Context: an optimization exercise on an open-source flow, tuned for small area. The choices shown serve that exercise and are no tape-out recipe. In this exercise RTL edits were held to simulation tests only and were not proved equivalent to the original. Power is estimated from default activity; no workload was simulated.

Setup of job 101:
// adc_avg
module adc_avg (
  input  logic           clk,
  input  logic           rst,
  input  logic           s_valid,
  input  logic [2:0]     s_ch,
  input  logic [adc_pkg::DW-1:0]  s_data,
  input  logic           cfg_wr,
  input  logic [2:0]     cfg_log2,
  input  logic           rd_en,
  input  logic [2:0]     rd_addr,
  output logic [adc_pkg::DW-1:0]  rd_data,
  output logic [adc_pkg::NCH-1:0] new_flags,
  output logic [adc_pkg::NCH-1:0] ovr_flags,
  input  logic           clr_ovr
);
  localparam int NCH      = adc_pkg::NCH;
  localparam int DW       = adc_pkg::DW;
  localparam int ACCW     = adc_pkg::ACCW;
  localparam int LOG2_MAX = adc_pkg::LOG2_MAX;
  localparam int LOG2_RST = adc_pkg::LOG2_RST;
  localparam int SW       = ACCW + LOG2_MAX;
  logic [2:0]          log2_q;
  logic [ACCW-1:0]     acc [NCH];
  logic [LOG2_MAX-1:0] cnt [NCH];
  logic [DW-1:0]       res [NCH];
  always_ff @(posedge clk) begin
  ...
Settings: LEC_CHECK=0, CAP_MARGIN=20, CORE_MARGIN=2, CORE_UTILIZATION=60, SLEW_MARGIN=20, SYNTH_HIERARCHICAL=1; clock period 6.0 ns.
standard.sh (not shown) runs the stock make flow with config.mk's settings and CLKGATE_MAP_FILE= SYNTH_SCRIPT=/design/flow/synth_recipe.tcl, a recipe that flattens the netlist after the stock synthesis.
==> flow/flow/run.sh <==
#!/bin/bash
# Standard ORFS layout (the standard.sh, unchanged synthesis) with two
# changes: CTS without dummy loads and with larger sink clusters, and
# minimum-size buffers on the ports (every port still gets its buffer).
set -euo pipefail
CTS="-sink_clustering_enable -repair_clock_nets -dont_use_dummy_load"
CTS="$CTS -buf_list sky130_fd_sc_hd__clkbuf_2 -sink_clustering_size 6 -sink_clustering_max_diameter 30"
bash standard.sh "CTS_ARGS=$CTS" \
  "BUFFER_PORTS_ARGS=-buffer_cell sky130_fd_sc_hd__buf_1" \
  finish > flow.log 2>&1
Setup changes, job 101 to job 102
Settings: GPL_TIMING_DRIVEN: unset -> 0.
diff --git a/flow/flow/run.sh b/flow/flow/run.sh
--- a/flow/flow/run.sh
+++ b/flow/flow/run.sh
@@ -5,5 +5,5 @@
 set -euo pipefail
 CTS="-sink_clustering_enable -repair_clock_nets -dont_use_dummy_load"
-CTS="$CTS -buf_list sky130_fd_sc_hd__clkbuf_2 -sink_clustering_size 6 -sink_clustering_max_diameter 30"
+CTS="$CTS -buf_list sky130_fd_sc_hd__clkbuf_4 -sink_clustering_size 10 -sink_clustering_max_diameter 40"
 bash standard.sh "CTS_ARGS=$CTS" \
   "BUFFER_PORTS_ARGS=-buffer_cell sky130_fd_sc_hd__buf_1" \
### Flow results
- Both conditions hold for job 102: the flow ran to the end and the final layout passed the timing, DRC and antenna checks.
- For job 101, the uppermost metal layer occupied by signal nets was met5, unlike job 102, where it was met4.
- Cmp job 101 and job 102 / worst-case setup margin in the final layout / higher: job 101
- Fraction of power spent switching nets for job 102 is lower than for job 101.
- Looking at shortest clock period the worst path allows after layout across both flows, job 102 is the weaker of the two, with job 101 ahead.
- Comparing job 101 and job 102, the lower delay of the slowest cell on the worst path is on job 101.
- Clock buffer instance count of the final layout went down by more than a quarter going from job 101 to job 102.
- Global-route wire length before repair, job 101 and job 102, higher one = job 102.
- Job 101 → job 102: share of the clock period used by the worst path now sits higher, arrival time of data at the critical path endpoint rose by 0.70 ns, global-route usage now sits higher.
Changes in job 103 relative to job 102:
Settings: clearing GPL_TIMING_DRIVEN, which used to be 0.
diff --git a/flow/flow/run.sh b/flow/flow/run.sh
--- a/flow/flow/run.sh
+++ b/flow/flow/run.sh
@@ -5,5 +5,5 @@
 set -euo pipefail
 CTS="-sink_clustering_enable -repair_clock_nets -dont_use_dummy_load"
-CTS="$CTS -buf_list sky130_fd_sc_hd__clkbuf_4 -sink_clustering_size 10 -sink_clustering_max_diameter 40"
+CTS="$CTS -buf_list sky130_fd_sc_hd__clkbuf_4 -sink_clustering_size 12 -sink_clustering_max_diameter 30"
 bash standard.sh "CTS_ARGS=$CTS" \
   "BUFFER_PORTS_ARGS=-buffer_cell sky130_fd_sc_hd__buf_1" \
Results
- Per the comparison of job 103 with job 102, violation count after the first detailed-routing iteration lower; remaining routing DRC violations roughly the same; core utilization lower.
diff inputs: job 103 => job 104
Settings: PLACE_DENSITY newly set to 0.8.
diff --git a/flow/flow/run.sh b/flow/flow/run.sh
--- a/flow/flow/run.sh
+++ b/flow/flow/run.sh
@@ -5,5 +5,5 @@
 set -euo pipefail
 CTS="-sink_clustering_enable -repair_clock_nets -dont_use_dummy_load"
-CTS="$CTS -buf_list sky130_fd_sc_hd__clkbuf_4 -sink_clustering_size 12 -sink_clustering_max_diameter 30"
+CTS="$CTS -buf_list sky130_fd_sc_hd__clkbuf_4 -sink_clustering_size 10 -sink_clustering_max_diameter 40"
 bash standard.sh "CTS_ARGS=$CTS" \
   "BUFFER_PORTS_ARGS=-buffer_cell sky130_fd_sc_hd__buf_1" \
[summary]
From job 103 to job 104 the numbers moved as follows: final period demand of the worst path picked up an extra 0.080 ns, summed area of non-filler cells in the final layout lost about 0.9%, worst setup slack lost 0.080 ns, routed wire length lost about 2%, fraction of power consumed by sequential logic picked up an extra 2.2 points. Compared with job 103, in job 104 non-clock buffer total of the final layout dropped about 1.7%; worst-case register-to-register setup slack climbed 0.10 ns. From job 103 to job 104 the numbers moved as follows: overall power consumption went down 0.00019 W, fraction of the cycle the final worst path needs increased 1.3 points.
Relative to job 104, the following input files were edited for job 105:
Settings: PLACE_DENSITY removed (was 0.8).
## What came out
Between job 105 and job 104, signal arrival time at the worst endpoint is lower for job 105, job 104 comes in above that.
Cell area essentially unchanged between job 104 and job 105.
Summary — post-placement worst setup slack, job 105 relative to job 104: higher, by 0.074 ns.
Job 105: total length of routed wires 490 microns above job 104
Global-route usage: job 105 and job 104 compared, lower one is job 104
[compare] base=job 104 new=job 105: final hold violation count stayed essentially flat, portion of total power attributed to combinational logic stayed essentially flat.

* * *

adc_avg, a different RTL version from the one above (not shown whole).
Size: ~1,100 cells after synthesis, about 400 flip-flops, about 63 I/O pins, about 17,000 µm² of cells after synthesis.
==> flow/config.mk <==
export PLATFORM = sky130hd
export DESIGN_NAME = adc_avg
export DESIGN_NICKNAME = adc_avg
export VERILOG_FILES = /design/flow/design.v
export SDC_FILE = /design/flow/constraint.sdc
export NUM_CORES = 4
export LEC_CHECK = 0
export CAP_MARGIN = 20
export CORE_MARGIN = 2
export CORE_UTILIZATION = 60
export PLACE_DENSITY = 0.8
export SLEW_MARGIN = 20
export SYNTH_HIERARCHICAL = 1
==> flow/constraint.sdc <==
create_clock -name core_clock -period 6.0 [get_ports {clk}]
set_input_delay 1.2000 -clock core_clock [delete_from_list [all_inputs] [get_ports {clk}]]
set_output_delay 1.2000 -clock core_clock [all_outputs]
set_load 0.01 [all_outputs]
==> flow/flow/run.sh <==
#!/bin/bash
# Standard ORFS layout (the standard.sh, unchanged synthesis) with two
# changes: CTS without dummy loads and with larger sink clusters, and
# minimum-size buffers on the ports (every port still gets its buffer).
set -euo pipefail
CTS="-sink_clustering_enable -repair_clock_nets -dont_use_dummy_load"
CTS="$CTS -buf_list sky130_fd_sc_hd__clkbuf_4 -sink_clustering_size 10 -sink_clustering_max_diameter 40"
bash standard.sh "CTS_ARGS=$CTS" \
  "BUFFER_PORTS_ARGS=-buffer_cell sky130_fd_sc_hd__buf_1" \
  finish > flow.log 2>&1
The first run completed without violations.
Edit:
Settings changed: PLACE_DENSITY 0.8 to not set.
Effect: Fmax grows by a few percent. Routed wire length came out lower slightly. Synthesized cell count stays the same. Cell count came out higher slightly. Total power is about the same. Design area increases slightly. Clock skew falls by 23 ps. Setup slack is better by 260 ps. Clock power is about the same. Utilization is higher by 0.38 points. Non-clock buffer count came out higher by 9.

* * *

old:
The RTL this note starts from:
==> flow/design.v <==
package adc_pkg;
  localparam int NCH      = 8;
  localparam int DW       = 16;
  localparam int LOG2_MAX = 7;
  localparam int ACCW     = 23;
  localparam int LOG2_RST = 3;
endpackage
module adc_avg_dec (
  input  logic       en,
  input  logic [2:0] a,
  output logic [7:0] oh
);
  always_comb begin
    for (int k = 0; k < 8; k++) oh[k] = en && (a == 3'(k));
  end
endmodule
module adc_avg_aomux #(
  parameter int W = 16
) (
  input  logic [8*W-1:0] d,
  input  logic [7:0]     oh,
  output logic [W-1:0]   y
);
  always_comb begin
    y = '0;
    for (int k = 0; k < 8; k++) y = y | (d[k*W +: W] & {W{oh[k]}});
  end
endmodule
module adc_avg_shift (
  input  logic [22:0] sum,
  input  logic [7:0]  oh,
  output logic [15:0] y
);
  always_comb begin
    y = '0;
    for (int k = 0; k < 8; k++) y = y | (sum[k +: 16] & {16{oh[k]}});
  end
endmodule
module adc_avg_add (
  input  logic [22:0] acc,
  input  logic [6:0]  cnt,
  input  logic [15:0] din,
  input  logic [6:0]  mask,
  input  logic        clr,
  output logic [22:0] sum,
  output logic        last,
  output logic [22:0] acc_nxt,
  output logic [6:0]  cnt_nxt
);
  logic flush;
  assign sum     = acc + {{7{din[15]}}, din};
  assign last    = &(cnt | ~mask);
  assign flush   = clr || last;
  assign acc_nxt = flush ? '0 : sum;
  assign cnt_nxt = flush ? '0 : cnt + 1'b1;
endmodule
module adc_avg (
  input  logic           clk,
  input  logic           rst,
  input  logic           s_valid,
  input  logic [2:0]     s_ch,
  input  logic [adc_pkg::DW-1:0]  s_data,
  input  logic           cfg_wr,
  input  logic [2:0]     cfg_log2,
  input  logic           rd_en,
  input  logic [2:0]     rd_addr,
  output logic [adc_pkg::DW-1:0]  rd_data,
  output logic [adc_pkg::NCH-1:0] new_flags,
  output logic [adc_pkg::NCH-1:0] ovr_flags,
  input  logic           clr_ovr
);
  localparam int NCH      = adc_pkg::NCH;
  localparam int DW       = adc_pkg::DW;
  localparam int ACCW     = adc_pkg::ACCW;
  localparam int LOG2_MAX = adc_pkg::LOG2_MAX;
  localparam int LOG2_RST = adc_pkg::LOG2_RST;
  localparam int SW       = ACCW + LOG2_MAX;
  logic [2:0]          log2_q;
  logic [ACCW-1:0]     acc [NCH];
  logic [LOG2_MAX-1:0] cnt [NCH];
  logic [DW-1:0]       res [NCH];
  always_ff @(posedge clk) begin
    if (rst) begin
      log2_q <= 3'(LOG2_RST);
    end else if (cfg_wr) begin
      log2_q <= cfg_log2;
    end
  end
  logic [NCH-1:0]      ch_oh, rd_oh, lg_oh;
  logic [NCH*SW-1:0]   st_all;
  logic [NCH*DW-1:0]   res_all;
  logic [SW-1:0]       st_sel;
  logic [DW-1:0]       rd_sel;
  logic [ACCW-1:0]     sum;
  logic                last;
  logic [ACCW-1:0]     acc_nxt;
  logic [LOG2_MAX-1:0] cnt_nxt;
  logic [LOG2_MAX-1:0] mask;
  logic [DW-1:0]       res_nxt;
  for (genvar i = 0; i < NCH; i++) begin : g_pack
    assign st_all[i*SW +: SW]  = {cnt[i], acc[i]};
    assign res_all[i*DW +: DW] = res[i];
  end
  assign mask = ~({LOG2_MAX{1'b1}} << log2_q);
  adc_avg_dec u_ch_dec (.en(1'b1), .a(s_ch),    .oh(ch_oh));
  adc_avg_dec u_rd_dec (.en(!rst), .a(rd_addr), .oh(rd_oh));
  adc_avg_dec u_lg_dec (.en(!rst), .a(log2_q),  .oh(lg_oh));
  adc_avg_aomux #(.W(SW)) u_st_mux (.d(st_all),  .oh(ch_oh), .y(st_sel));
  adc_avg_aomux #(.W(DW)) u_rd_mux (.d(res_all), .oh(rd_oh), .y(rd_sel));
  adc_avg_add u_add (
    .acc     (st_sel[ACCW-1:0]),
    .cnt     (st_sel[SW-1:ACCW]),
    .din     (s_data),
    .mask    (mask),
    .clr     (rst || cfg_wr),
    .sum     (sum),
    .last    (last),
    .acc_nxt (acc_nxt),
    .cnt_nxt (cnt_nxt)
  );
  adc_avg_shift u_shift (.sum(sum), .oh(lg_oh), .y(res_nxt));
  for (genvar i = 0; i < NCH; i++) begin : g_ch
    logic upd;
    assign upd = s_valid && !cfg_wr && ch_oh[i] && last;
    always_ff @(posedge clk) begin
      if (rst || cfg_wr || (s_valid && ch_oh[i])) begin
        acc[i] <= acc_nxt;
        cnt[i] <= cnt_nxt;
      end
    end
    always_ff @(posedge clk) begin
      if (rst || upd) begin
        res[i] <= res_nxt;
      end
    end
    always_ff @(posedge clk) begin
      if (rst) begin
        new_flags[i] <= 1'b0;
        ovr_flags[i] <= 1'b0;
      end else begin
        if (upd) begin
          new_flags[i] <= 1'b1;
        end else if (rd_en && rd_oh[i]) begin
          new_flags[i] <= 1'b0;
        end
        if (upd && new_flags[i] && !(rd_en && rd_oh[i])) begin
          ovr_flags[i] <= 1'b1;
        end else if (clr_ovr) begin
          ovr_flags[i] <= 1'b0;
        end
      end
    end
  end
  always_ff @(posedge clk) begin
    if (rst || rd_en) begin
      rd_data <= rd_sel;
    end
  end
endmodule
Settings: LEC_CHECK=0, CAP_MARGIN=20, CORE_MARGIN=2, CORE_UTILIZATION=60, CTS_BUF_LIST=sky130_fd_sc_hd__clkbuf_16, CTS_CLUSTER_DIAMETER=60, CTS_CLUSTER_SIZE=30, SLEW_MARGIN=20, SYNTH_HIERARCHICAL=1; clock period 6.0 ns.
run.sh (not shown) runs the stock make flow with config.mk's settings and CLKGATE_MAP_FILE= SYNTH_SCRIPT=/design/flow/synth_recipe.tcl, a recipe that flattens the netlist after the stock synthesis.
Stock flow here: none of the scripts above is used.
old went all the way through the flow, and no timing, DRC or antenna check failed.
diff inputs: old => new
diff --git a/flow/config.mk b/flow/config.mk
--- a/flow/config.mk
+++ b/flow/config.mk
@@ -9,7 +9,7 @@
 export CORE_MARGIN = 2
 export CORE_UTILIZATION = 60
-export CTS_BUF_LIST = sky130_fd_sc_hd__clkbuf_16
-export CTS_CLUSTER_DIAMETER = 60
-export CTS_CLUSTER_SIZE = 30
+export CTS_BUF_LIST = sky130_fd_sc_hd__clkbuf_8
+export CTS_CLUSTER_DIAMETER = 50
+export CTS_CLUSTER_SIZE = 18
 export SLEW_MARGIN = 20
 export SYNTH_HIERARCHICAL = 1
Results
- Looking at destination of the critical timing path, the res[2][4] result is from old; the res[3][4] one comes from new.
- Clock share of power: higher on old
- On new: total clock buffers created by CTS is about 30% higher than what old gave.
- Going from old to new, the sequential cell area share was found to have gone up by 1.1 points.

* * *

RTL: one of the versions met above, not the one the previous note started from.
Size in the first run: roughly 1100 cells after synthesis, ~400 flip-flops, about 63 I/O pins.
clock: 6.0 ns
lec_check: 0
cap_margin: 20
core_margin: 2
core_utilization: 60
slew_margin: 20
synth_hierarchical: 1
standard.sh (not shown) runs the stock make flow with config.mk's settings and CLKGATE_MAP_FILE= SYNTH_SCRIPT=/design/flow/synth_recipe.tcl, a recipe that flattens the netlist after the stock synthesis.
==> flow/flow/run.sh <==
#!/bin/bash
# Standard ORFS layout (the standard.sh, unchanged synthesis) with three
# changes: CTS without dummy loads and with larger sink clusters, minimum-size
# buffers on the ports (every port still gets its buffer), and downsizing of
# gates off the critical paths after global routing (ORFS's RECOVER_POWER).
set -euo pipefail
CTS="-sink_clustering_enable -repair_clock_nets -dont_use_dummy_load"
CTS="$CTS -buf_list sky130_fd_sc_hd__clkbuf_4 -sink_clustering_size 10 -sink_clustering_max_diameter 40"
bash standard.sh "CTS_ARGS=$CTS" \
  "BUFFER_PORTS_ARGS=-buffer_cell sky130_fd_sc_hd__buf_1" \
  "RECOVER_POWER=100" \
  finish > flow.log 2>&1
The baseline finished but failed the layout checks on max-capacitance violations, max-slew violations.
Rerun with:
==> flow/flow/run.sh (replaced) <==
#!/bin/bash
# Standard ORFS layout (the standard.sh, unchanged synthesis) with two
# changes: CTS without dummy loads and with larger sink clusters, and
# minimum-size buffers on the ports (every port still gets its buffer).
set -euo pipefail
CTS="-sink_clustering_enable -repair_clock_nets -dont_use_dummy_load"
CTS="$CTS -buf_list sky130_fd_sc_hd__clkbuf_8 -sink_clustering_size 18 -sink_clustering_max_diameter 50"
bash standard.sh "CTS_ARGS=$CTS" \
  "BUFFER_PORTS_ARGS=-buffer_cell sky130_fd_sc_hd__buf_1" \
  finish > flow.log 2>&1
Result: This time the run finished clean; clock power rose by about 8%; hold slack degrades by 0.0037 ns; setup slack improved by 0.18 ns; sequential share of layout area came out lower by 1.0 points; total power went up by 2.2%; clock-buffer cell count falls by 17; utilization is higher by 0.97 points; die area stays the same; cell area rises by 1.5%; non-clock buffer count stays the same.

[afterwards: timing with drivers on the ports]
Ports are ideal in the flow. The routed layouts listed here were re-timed in OpenROAD.
Step 1 (the two cells are an assumption about what drives the block):
set clk [get_ports {clk}]
set_driving_cell -lib_cell sky130_fd_sc_hd__clkbuf_16 $clk
set_driving_cell -lib_cell sky130_fd_sc_hd__buf_2 [delete_from_list [all_inputs] $clk]
Step 2 times the ports against the registers' clock, not the clock port: input delays grow and output delays shrink by t, the midpoint of the rising clock arrivals with the driver on.
Three values: no drivers, after step 1, after step 2; two values: the first two.
run | t (ns) | slack for setup (ns) | latest minus earliest clock arrival (ns) | worst register clock-pin slew, ns | cell pins on the clock port's net
job 101 | 0.833 | 1.074 / 1.098 / 0.265 | 0.125 / 0.124 | 0.12 / 0.12 | 1
job 102 | 0.725 | 0.255 / 0.276 / -0.449 | 0.098 / 0.098 | 0.11 / 0.11 | 1
job 103 | 0.702 | 0.940 / 0.965 / 0.264 | 0.113 / 0.113 | 0.11 / 0.11 | 1
job 104 | 0.714 | 0.860 / 0.868 / 0.154 | 0.085 / 0.086 | 0.11 / 0.11 | 1
job 105 | 0.725 | 0.980 / 1.005 / 0.280 | 0.098 / 0.098 | 0.11 / 0.11 | 1
the first run of note 2 | 0.710 | 0.599 / 0.585 / -0.124 | 0.097 / 0.097 | 0.11 / 0.11 | 1
the second run of note 2 | 0.719 | 0.857 / 0.876 / 0.157 | 0.088 / 0.088 | 0.11 / 0.11 | 1
old | 0.625 | 0.805 / 0.831 / 0.206 | 0.023 / 0.023 | 0.11 / 0.11 | 1
new | 0.596 | 0.739 / 0.761 / 0.165 | 0.044 / 0.044 | 0.10 / 0.10 | 1
the first run of note 4 | 0.728 | 0.630 / 0.656 / -0.071 | 0.096 / 0.097 | 0.11 / 0.11 | 1
the second run of note 4 | 0.567 | 0.806 / 0.830 / 0.263 | 0.062 / 0.062 | 0.10 / 0.10 | 1
The setup slack of job 101, which loses most, moves by +0.024 ns with the drivers and by -0.809 ns with both steps.
